This is an optimization exercise on Yosys and OpenROAD, whose aim is small area, not a production implementation. Only simulation tests tie the RTL to the original design; equivalence was not proved. No driver is modelled on the clock port, so clocking that relies on it looks cheaper here than on a real chip. Power is estimated from default activity; no workload was simulated.

==> flow/design.v (excerpt) <==
module i2c_reg_target #(
  parameter logic [6:0] CHIP_ADDR = 7'h39,
  parameter int         REG_DEPTH = 256,
  parameter bit         SCCB_MODE = 1'b0
) (
  input  logic       clk,
  input  logic       reset,
  input  logic       scl,
  input  logic       sda_i,
  output logic       sda_oe,
  output logic       wr_valid,
  output logic [7:0] wr_addr,
  output logic [7:0] wr_data,
  output logic       busy
);
make LEC_CHECK=0 CAP_MARGIN=20 CORE_MARGIN=2 CORE_UTILIZATION=40 SLEW_MARGIN=20 finish   # period 10.0 ns
run.sh (not shown) runs the stock make flow with config.mk's settings and CLKGATE_MAP_FILE= SYNTH_SCRIPT=/design/flow/synth_recipe.tcl, a recipe that flattens the netlist after the stock synthesis.
The baseline completed with no timing, DRC or antenna violations.
Edit:
- CTS_BUF_LIST: default -> sky130_fd_sc_hd__clkbuf_4
Outcome: Power goes down by 4.0%; cell count is higher by 9.8%; count of clock-buffer cells in the layout went up by 456; clock skew grows by 0.085 ns; final area came out lower by 0.32%.

Another version of the RTL of i2c_reg_target (not shown whole).
Size: ~2700 cells after synthesis, ~23 I/O pins.
==> flow/config.mk <==
export PLATFORM = sky130hd
export DESIGN_NAME = i2c_reg_target
export DESIGN_NICKNAME = i2c_reg_target
export VERILOG_FILES = /design/flow/design.v
export SDC_FILE = /design/flow/constraint.sdc
export NUM_CORES = 4
export LEC_CHECK = 0
export CAP_MARGIN = 20
export CORE_MARGIN = 2
export CORE_UTILIZATION = 72
export SLEW_MARGIN = 20
==> flow/constraint.sdc <==
create_clock -name core_clock -period 10.0 [get_ports {clk}]
set_input_delay 2.0000 -clock core_clock [delete_from_list [all_inputs] [get_ports {clk}]]
set_output_delay 2.0000 -clock core_clock [all_outputs]
set_load 0.01 [all_outputs]
standard.sh (not shown) runs the stock make flow with config.mk's settings and CLKGATE_MAP_FILE= SYNTH_SCRIPT=/design/flow/synth_recipe.tcl, a recipe that flattens the netlist after the stock synthesis.
==> flow/flow/run.sh <==
#!/bin/bash
set -euo pipefail
cd "$(dirname "$0")/.."
WD=$PWD
rm -rf "$WD/orfs_scripts"
cp -r "$FLOW_HOME/scripts" "$WD/orfs_scripts"
cp "$WD/flow/abc_area_map.script" "$WD/orfs_scripts/abc_speed.script"
# The port buffers the standard flow inserts are plain buf_1 cells.
export BUFFER_PORTS_ARGS="-buffer_cell sky130_fd_sc_hd__buf_1"
STD=(bash standard.sh SCRIPTS_DIR="$WD/orfs_scripts")
RES="$WD/orfs/results/sky130hd/i2c_reg_target/base"

"${STD[@]}" place > standard_place.log 2>&1

B8=sky130_fd_sc_hd__clkbuf_8
B16=sky130_fd_sc_hd__clkbuf_16
BASE="-sink_clustering_enable -repair_clock_nets -dont_use_dummy_load -root_buf $B16"
CANDS=(
  "$BASE -buf_list $B8 -sink_clustering_size 16 -sink_clustering_max_diameter 50"
  "$BASE -buf_list $B8 -sink_clustering_size 16 -sink_clustering_max_diameter 45"
  "$BASE -buf_list $B8 -sink_clustering_size 16 -sink_clustering_max_diameter 40"
  "$BASE -buf_list $B8 -sink_clustering_size 16 -sink_clustering_max_diameter 35"
  "$BASE -buf_list $B16 -sink_clustering_buffer $B8 -sink_clustering_size 16 -sink_clustering_max_diameter 35 -distance_between_buffers 60"
  "$BASE -buf_list $B8 -sink_clustering_size 14 -sink_clustering_max_diameter 50"
  "$BASE -buf_list $B8 -sink_clustering_size 14 -sink_clustering_max_diameter 30"
  "$BASE -buf_list {$B8 $B16} -sink_clustering_size 20 -sink_clustering_max_diameter 40"
)
mkdir -p cts_try
for i in "${!CANDS[@]}"; do
  CTS_TRY_DIR="$RES" CTS_TRY_ARGS="${CANDS[$i]}" \
    openroad -no_init -exit flow/cts_est.tcl > "cts_try/try_$i.log" 2>&1 &
  if (( (i + 1) % 4 == 0 )); then wait; fi
done
wait
# Order the candidates: those whose estimated slew is within the margin by
# area, then the rest by slew. Each is tried in turn until the final layout's
# clock-pin slew is under the limit with a little margin.
: > cts_try/table
for i in "${!CANDS[@]}"; do
  r=$(sed -n 's/^RESULT //p' "cts_try/try_$i.log" | tail -1)
  [[ -z "$r" ]] && continue
  a=${r% *}; s=${r#* }
  echo "candidate $i: area +$a um2, est clock-pin slew $s ns: ${CANDS[$i]}" >> cts_try/summary.log
  if awk -v s="$s" 'BEGIN{exit !(s <= 0.118)}'; then k=0; else k=1; fi
  if [[ $k == 0 ]]; then echo "$k $a $s $i"; else echo "$k $s $a $i"; fi >> cts_try/table
done
ORDER=$(sort -k1,1n -k2,2g cts_try/table | awk '{print $4}')

n=0; ok=0
for i in $ORDER; do
  n=$((n + 1))
  if (( n > 3 )); then break; fi
  if (( n > 1 )); then
    mkdir -p "attempt$((n - 1))_logs" && cp -r "$WD/orfs/logs" "attempt$((n - 1))_logs/"
    "${STD[@]}" clean_finish clean_route clean_cts > "standard_clean$n.log" 2>&1
  fi
  echo "attempt $n: candidate $i" >> cts_try/summary.log
  export CTS_ARGS="${CANDS[$i]}"
  "${STD[@]}" finish > "standard_finish$n.log" 2>&1
  m=$(FINAL_DIR="$RES" openroad -no_init -exit flow/clk_slew.tcl 2>&1 | tee "clk_slew$n.log" | sed -n 's/^MAXSLEW //p' | tail -1 || true)
  echo "attempt $n: final clock-pin slew ${m:-?} ns" >> cts_try/summary.log
  if awk -v s="${m:-1}" 'BEGIN{exit !(s <= 0.126)}'; then ok=1; break; fi
done
if (( ok == 0 )); then
  echo "falling back to ORFS's default CTS" >> cts_try/summary.log
  mkdir -p attempt_last_logs && cp -r "$WD/orfs/logs" attempt_last_logs/
  unset CTS_ARGS
  "${STD[@]}" clean_finish clean_route clean_cts > standard_clean_last.log 2>&1
  "${STD[@]}" finish > standard_finish_last.log 2>&1
fi
Other scripts of this flow, unchanged in this note and not shown: flow/flow/abc_area_map.script, flow/flow/clk_slew.tcl, flow/flow/cts_est.tcl
Next try:
CORE_UTILIZATION = 74   (was 72)
What happened: Worst hold slack barely changes; power drops by about 0.5%; global-route usage climbs by 2.4 points; via count climbs by about 1.7%; sequential power stays flat; final cell count drops by 1.5%; die area drops by 2.7%; routed wire length climbs by about 4%; setup slack loses 0.56 ns.
Next try:
--- a/flow/flow/run.sh
+++ b/flow/flow/run.sh
@@ -19,3 +19,4 @@
-  "$BASE -buf_list $B8 -sink_clustering_size 16 -sink_clustering_max_diameter 50"
-  "$BASE -buf_list $B8 -sink_clustering_size 16 -sink_clustering_max_diameter 45"
-  "$BASE -buf_list $B8 -sink_clustering_size 16 -sink_clustering_max_diameter 40"
+  "$BASE -buf_list $B8 -sink_clustering_size 24 -sink_clustering_max_diameter 60"
+  "$BASE -buf_list $B8 -sink_clustering_size 20 -sink_clustering_max_diameter 40"
+  "$BASE -buf_list $B8 -sink_clustering_size 20 -sink_clustering_max_diameter 40 -distance_between_buffers 60"
+  "$BASE -buf_list $B8 -sink_clustering_size 18 -sink_clustering_max_diameter 40 -distance_between_buffers 60"
@@ -24 +24,0 @@
-  "$BASE -buf_list $B8 -sink_clustering_size 14 -sink_clustering_max_diameter 50"
@@ -25,0 +26 @@
+  "$BASE -buf_list $B16 -sink_clustering_size 32 -sink_clustering_max_diameter 50"
CORE_UTILIZATION = 76   (was 74)
GPL_TIMING_DRIVEN = 0   (was default)
With this change the flow finished but failed the layout checks on antenna violations.
First-iteration DRC count went down by 13%.
Total power went up by 4.8%.
Die area decreases by 2.6%.
Flip-flop and latch count is unchanged.
Non-clock buffer count shrinks by 9.
Next try:
GPL_TIMING_DRIVEN = default   (was 0)
Now the flow passed the timing, DRC and antenna checks.
Clock power came out lower by about 9%.
First-iteration DRC count goes up by about 15%.
Die area does not change.
Utilization is lower by 1.0 points.
Wire length climbs by about 0.8%.
Next try:
CORE_UTILIZATION = 79   (was 76)
What happened:
- The new run finished with timing, DRC and antenna clean
- critical path depth shrinks by 2
- die area shrinks by 3.7%
- hold slack degrades by 0.017 ns
- non-clock buffer count shrinks by 3
- first-iteration DRC count grows by 51%
Next try:
--- a/flow/flow/run.sh
+++ b/flow/flow/run.sh
@@ -19,4 +19,3 @@
-  "$BASE -buf_list $B8 -sink_clustering_size 24 -sink_clustering_max_diameter 60"
-  "$BASE -buf_list $B8 -sink_clustering_size 20 -sink_clustering_max_diameter 40"
-  "$BASE -buf_list $B8 -sink_clustering_size 20 -sink_clustering_max_diameter 40 -distance_between_buffers 60"
-  "$BASE -buf_list $B8 -sink_clustering_size 18 -sink_clustering_max_diameter 40 -distance_between_buffers 60"
+  "$BASE -buf_list $B8 -sink_clustering_size 16 -sink_clustering_max_diameter 50"
+  "$BASE -buf_list $B8 -sink_clustering_size 16 -sink_clustering_max_diameter 45"
+  "$BASE -buf_list $B8 -sink_clustering_size 16 -sink_clustering_max_diameter 40"
@@ -24,0 +24 @@
+  "$BASE -buf_list $B8 -sink_clustering_size 14 -sink_clustering_max_diameter 50"
@@ -26 +25,0 @@
-  "$BASE -buf_list $B16 -sink_clustering_size 32 -sink_clustering_max_diameter 50"
CAP_MARGIN = 0   (was 20)
CORE_UTILIZATION = 76   (was 79)
SLEW_MARGIN = 0   (was 20)
Result: Setup slack is better by 0.98 ns. Non-clock buffer count is higher by 2. Global-route usage shrinks by 7.5 points. Worst hold slack gets better by 0.0084 ns. Cell count went down by 0.32%. Clock skew decreases by 0.013 ns. Count of clock-buffer cells in the layout drops by 18.

## job 6676
The RTL this note starts from:
==> flow/design.v <==
module i2c_reg_target #(
  parameter logic [6:0] CHIP_ADDR = 7'h39,
  parameter int         REG_DEPTH = 256,
  parameter bit         SCCB_MODE = 1'b0
) (
  input  logic       clk,
  input  logic       reset,
  input  logic       scl,
  input  logic       sda_i,
  output logic       sda_oe,
  output logic       wr_valid,
  output logic [7:0] wr_addr,
  output logic [7:0] wr_data,
  output logic       busy
);
  localparam logic [3:0] S_IDLE     = 4'd0;
  localparam logic [3:0] S_DEV_ADDR = 4'd1;
  localparam logic [3:0] S_DEV_ACK  = 4'd2;
  localparam logic [3:0] S_SUB_ADDR = 4'd3;
  localparam logic [3:0] S_SUB_ACK  = 4'd4;
  localparam logic [3:0] S_WR_DATA  = 4'd5;
  localparam logic [3:0] S_WR_ACK   = 4'd6;
  localparam logic [3:0] S_RD_DATA  = 4'd7;
  localparam logic [3:0] S_RD_ACK   = 4'd8;
  logic       scl_s1, scl_s2, scl_d;
  logic       sda_s1, sda_s2, sda_d;
  logic       scl_rise, scl_fall, start_seen, stop_seen;
  logic [3:0] state;
  logic [3:0] bit_cnt;
  logic [7:0] shreg;
  logic [7:0] byte_in;
  logic [7:0] rd_buf;
  logic [7:0] ptr;
  logic       rw;
  logic       sda_oe_q;
  logic       mem_we;
  logic [4:0] ph;         
  logic       clearing;   
  logic       wsel;       
  logic [7:0] ptr_inc;
  logic [7:0] tgt;        
  logic [7:0] head [16];  
  always_ff @(posedge clk) begin
    if (reset) begin
      scl_s1 <= 1'b1;
      scl_s2 <= 1'b1;
      scl_d  <= 1'b1;
      sda_s1 <= 1'b1;
      sda_s2 <= 1'b1;
      sda_d  <= 1'b1;
    end else begin
      scl_s1 <= scl;
      scl_s2 <= scl_s1;
      scl_d  <= scl_s2;
      sda_s1 <= sda_i;
      sda_s2 <= sda_s1;
      sda_d  <= sda_s2;
    end
  end
  assign scl_rise   =  scl_s2 & ~scl_d;
  assign scl_fall   = ~scl_s2 &  scl_d;
  assign start_seen =  scl_s2 &  scl_d & sda_d & ~sda_s2;
  assign stop_seen  =  scl_s2 &  scl_d & ~sda_d & sda_s2;
  assign byte_in = {shreg[6:0], sda_s2};
  assign mem_we  = scl_rise && (state == S_WR_DATA) && (bit_cnt == 4'd7);
  assign sda_oe = sda_oe_q & ~reset;
  always_ff @(posedge clk) begin
    if (reset) begin
      state    <= S_IDLE;
      bit_cnt  <= 4'd0;
      shreg    <= 8'h00;
      ptr      <= 8'h00;
      rw       <= 1'b0;
      sda_oe_q <= 1'b0;
      busy     <= 1'b0;
      wr_valid <= 1'b0;
      wr_addr  <= 8'h00;
      wr_data  <= 8'h00;
    end else begin
      wr_valid <= 1'b0;
      if (start_seen) begin
        state    <= S_DEV_ADDR;
        bit_cnt  <= 4'd0;
        sda_oe_q <= 1'b0;
        busy     <= 1'b0;
      end else if (stop_seen) begin
        state    <= S_IDLE;
        bit_cnt  <= 4'd0;
        sda_oe_q <= 1'b0;
        busy     <= 1'b0;
      end else begin
        case (state)
          S_DEV_ADDR: begin
            if (scl_rise) begin
              shreg   <= byte_in;
              bit_cnt <= bit_cnt + 4'd1;
              if (bit_cnt == 4'd7) begin
                bit_cnt <= 4'd0;
                if (byte_in[7:1] == CHIP_ADDR) begin
                  rw    <= byte_in[0];
                  state <= S_DEV_ACK;
                end else begin
                  state <= S_IDLE;
                end
              end
            end
          end
          S_DEV_ACK, S_SUB_ACK, S_WR_ACK: begin
            if (scl_rise) begin
              bit_cnt <= 4'd1;
            end else if (scl_fall && bit_cnt == 4'd0) begin
              sda_oe_q <= 1'b1;
              if (state == S_DEV_ACK) busy <= 1'b1;
            end else if (scl_fall) begin
              bit_cnt <= 4'd0;
              if (state == S_DEV_ACK && rw) begin
                sda_oe_q <= ~rd_buf[7];
                shreg    <= {rd_buf[6:0], 1'b0};
                state    <= S_RD_DATA;
              end else if (state == S_DEV_ACK) begin
                sda_oe_q <= 1'b0;
                state    <= S_SUB_ADDR;
              end else begin
                sda_oe_q <= 1'b0;
                state    <= S_WR_DATA;
                if (state == S_WR_ACK) ptr <= ptr_inc;
              end
            end
          end
          S_SUB_ADDR: begin
            if (scl_rise) begin
              shreg   <= byte_in;
              bit_cnt <= bit_cnt + 4'd1;
              if (bit_cnt == 4'd7) begin
                bit_cnt <= 4'd0;
                ptr     <= byte_in;
                state   <= S_SUB_ACK;
              end
            end
          end
          S_WR_DATA: begin
            if (scl_rise) begin
              shreg   <= byte_in;
              bit_cnt <= bit_cnt + 4'd1;
              if (bit_cnt == 4'd7) begin
                bit_cnt  <= 4'd0;
                wr_valid <= 1'b1;
                wr_addr  <= ptr;
                wr_data  <= byte_in;
                state    <= S_WR_ACK;
              end
            end
          end
          S_RD_DATA: begin
            if (scl_rise) begin
              bit_cnt <= bit_cnt + 4'd1;
            end else if (scl_fall) begin
              if (bit_cnt == 4'd8) begin
                sda_oe_q <= 1'b0;
                bit_cnt  <= 4'd0;
                state    <= S_RD_ACK;
              end else begin
                sda_oe_q <= ~shreg[7];
                shreg    <= {shreg[6:0], 1'b0};
              end
            end
          end
          S_RD_ACK: begin
            if (scl_rise) begin
              if (SCCB_MODE || sda_s2) begin
                state <= S_IDLE;
              end else begin
                ptr     <= ptr + 8'd1;
                bit_cnt <= 4'd1;
              end
            end else if (scl_fall && bit_cnt == 4'd1) begin
              bit_cnt  <= 4'd0;
              sda_oe_q <= ~rd_buf[7];
              shreg    <= {rd_buf[6:0], 1'b0};
              state    <= S_RD_DATA;
            end
          end
          default: ;
        endcase
      end
    end
  end
  always_ff @(posedge clk) begin
    if (reset) begin
      ph       <= 5'd0;
      clearing <= 1'b1;
    end else begin
      ph <= ph + 5'd1;
      if (ph[3:0] == 4'd15) clearing <= 1'b0;
    end
  end
  assign wsel = (wr_addr[3:0] == ph[3:0]);
  assign ptr_inc = ptr + 8'd1;
  assign tgt = ((state == S_RD_DATA) || (state == S_RD_ACK && bit_cnt == 4'd0)) ?
               ptr_inc : ptr;
  logic [7:0]  wdat;
  logic [15:0] sel;
  assign wdat = (wr_data & {8{~clearing}}) ^ {8{~ph[4]}};
  for (genvar r = 0; r < 16; r++) begin : g_ring
    logic [127:0] ring;
    assign sel[r]  = clearing || (wsel && wr_addr[7:4] == r);
    assign head[r] = ~((ring[127:120] | {8{sel[r]}}) & (wdat | {8{~sel[r]}}));
    always_ff @(posedge clk) ring <= {ring[119:0], head[r]};
  end
  always_ff @(posedge clk) begin
    if (ph[3:0] == tgt[3:0]) rd_buf <= head[tgt[7:4]] ^ {8{ph[4]}};
  end
endmodule
export LEC_CHECK = 0
export CAP_MARGIN = 20
export CORE_MARGIN = 2
export CORE_UTILIZATION = 70
export SLEW_MARGIN = 20
create_clock -name core_clock -period 10.0 [get_ports {clk}]
==> flow/flow/run.sh <==
#!/bin/bash
set -euo pipefail
cd "$(dirname "$0")/.."
WD=$PWD
rm -rf "$WD/orfs_scripts"
cp -r "$FLOW_HOME/scripts" "$WD/orfs_scripts"
cp "$WD/flow/abc_area_map.script" "$WD/orfs_scripts/abc_speed.script"
# The port buffers the standard flow inserts are plain buf_1 cells.
export BUFFER_PORTS_ARGS="-buffer_cell sky130_fd_sc_hd__buf_1"
STD=(bash standard.sh SCRIPTS_DIR="$WD/orfs_scripts")
RES="$WD/orfs/results/sky130hd/i2c_reg_target/base"

"${STD[@]}" place > standard_place.log 2>&1

B8=sky130_fd_sc_hd__clkbuf_8
B16=sky130_fd_sc_hd__clkbuf_16
BASE="-sink_clustering_enable -repair_clock_nets -dont_use_dummy_load -root_buf $B16"
CANDS=(
  "$BASE -buf_list $B8 -sink_clustering_size 24 -sink_clustering_max_diameter 60"
  "$BASE -buf_list $B8 -sink_clustering_size 20 -sink_clustering_max_diameter 40"
  "$BASE -buf_list $B8 -sink_clustering_size 20 -sink_clustering_max_diameter 40 -distance_between_buffers 60"
  "$BASE -buf_list $B8 -sink_clustering_size 18 -sink_clustering_max_diameter 40 -distance_between_buffers 60"
  "$BASE -buf_list $B8 -sink_clustering_size 16 -sink_clustering_max_diameter 35"
  "$BASE -buf_list $B8 -sink_clustering_size 16 -sink_clustering_max_diameter 35 -distance_between_buffers 60"
  "$BASE -buf_list $B16 -sink_clustering_size 32 -sink_clustering_max_diameter 50"
  "$BASE -buf_list {$B8 $B16} -sink_clustering_size 20 -sink_clustering_max_diameter 40"
)
mkdir -p cts_try
for i in "${!CANDS[@]}"; do
  CTS_TRY_DIR="$RES" CTS_TRY_ARGS="${CANDS[$i]}" \
    openroad -no_init -exit flow/cts_est.tcl > "cts_try/try_$i.log" 2>&1 &
  if (( (i + 1) % 4 == 0 )); then wait; fi
done
wait
BEST=""; BESTA=""
for i in "${!CANDS[@]}"; do
  r=$(sed -n 's/^RESULT //p' "cts_try/try_$i.log" | tail -1)
  [[ -z "$r" ]] && continue
  a=${r% *}; s=${r#* }
  echo "candidate $i: area +$a um2, est clock-pin slew $s ns: ${CANDS[$i]}" >> cts_try/summary.log
  if awk -v s="$s" 'BEGIN{exit !(s <= 0.116)}'; then
    if [[ -z "$BESTA" ]] || awk -v a="$a" -v b="$BESTA" 'BEGIN{exit !(a < b)}'; then
      BEST=$i; BESTA=$a
    fi
  fi
done
if [[ -n "$BEST" ]]; then
  echo "chosen: $BEST" >> cts_try/summary.log
  export CTS_ARGS="${CANDS[$BEST]}"
fi

"${STD[@]}" finish > standard_finish.log 2>&1

m=$(FINAL_DIR="$RES" openroad -no_init -exit flow/clk_slew.tcl 2>&1 | tee clk_slew.log | sed -n 's/^MAXSLEW //p' | tail -1)
if [[ -n "${CTS_ARGS:-}" ]] && ! awk -v s="${m:-1}" 'BEGIN{exit !(s <= 0.126)}'; then
  echo "final clock-pin slew $m too high; redoing CTS with ORFS defaults" >> cts_try/summary.log
  mkdir -p attempt1_logs && cp -r "$WD/orfs/logs" attempt1_logs/
  unset CTS_ARGS
  "${STD[@]}" clean_finish clean_route clean_cts > standard_clean.log 2>&1
  "${STD[@]}" finish > standard_finish2.log 2>&1
fi
Other scripts of this flow, unchanged in this note and not shown: flow/flow/abc_area_map.script, flow/flow/clk_slew.tcl, flow/flow/cts_est.tcl
## Diff of input files: job 8619 against job 6676
-- flow/config.mk --
<<< job 6676, line 9
export CORE_MARGIN = 2
export CORE_UTILIZATION = 70
export SLEW_MARGIN = 20
>>> job 8619, line 9
export CORE_MARGIN = 2
export CORE_UTILIZATION = 76
export SLEW_MARGIN = 20
### Flow results
Looking at the reports, job 8619 completed the entire flow and the layout it produced met the timing, DRC and antenna checks.
Looking at library cell contributing the largest single delay on the critical path, the sky130_fd_sc_hd__o21ai_0 result is from job 8619; the sky130_fd_sc_hd__nor4_2 one comes from job 6676.
Clock slew at the register clock pins of the worst setup and hold paths for job 8619 is higher than for job 6676.
What job 6676 reported for total die area has to be multiplied by 0.922 to get the figure for job 8619.
Job 8619 against job 6676: number of fill cells shrank by 19%, final area shrank by about 2.7%.

port drivers added, routing unchanged:
No port has a modelled driver above. Below, the same layouts with a new extraction and two added sets of constraints. Step 1 assumes that a clkbuf_16 drives the clock port and a buf_2 every other input. Step 2 adds t to the input delays and takes it off the output delays; t is the mean of the earliest and latest rising clock arrival at the registers after step 1. Input paths then give back, and output paths get back, about the clock's delay inside the block. Slacks: ideal ports / drivers / drivers and shift; pairs: ideal ports / drivers.
run	t (ns)	setup WS [ns]	worst setup path at the end	worst register clock-pin slew, ns
the first run of note 1	0.835	4.711 / 4.686 / 4.686	input to output	0.07 / 0.07
the second run of note 1	1.240	4.717 / 4.692 / 4.692	input to output	0.08 / 0.08
the first run of note 2	0.724	4.787 / 4.787 / 4.787	register to register	0.10 / 0.10
the second run of note 2	0.695	4.229 / 4.229 / 4.229	register to register	0.11 / 0.11
the third run of note 2	0.742	3.370 / 3.370 / 3.370	register to register	0.09 / 0.09
the fourth run of note 2	0.726	4.320 / 4.320 / 4.320	register to register	0.10 / 0.10
the fifth run of note 2	0.750	3.414 / 3.414 / 3.414	register to register	0.11 / 0.11
the sixth run of note 2	0.740	4.391 / 4.391 / 4.391	register to register	0.10 / 0.10
job 6676	0.767	4.513 / 4.513 / 4.513	register to register	0.10 / 0.10
job 8619	0.726	4.320 / 4.320 / 4.320	register to register	0.10 / 0.10
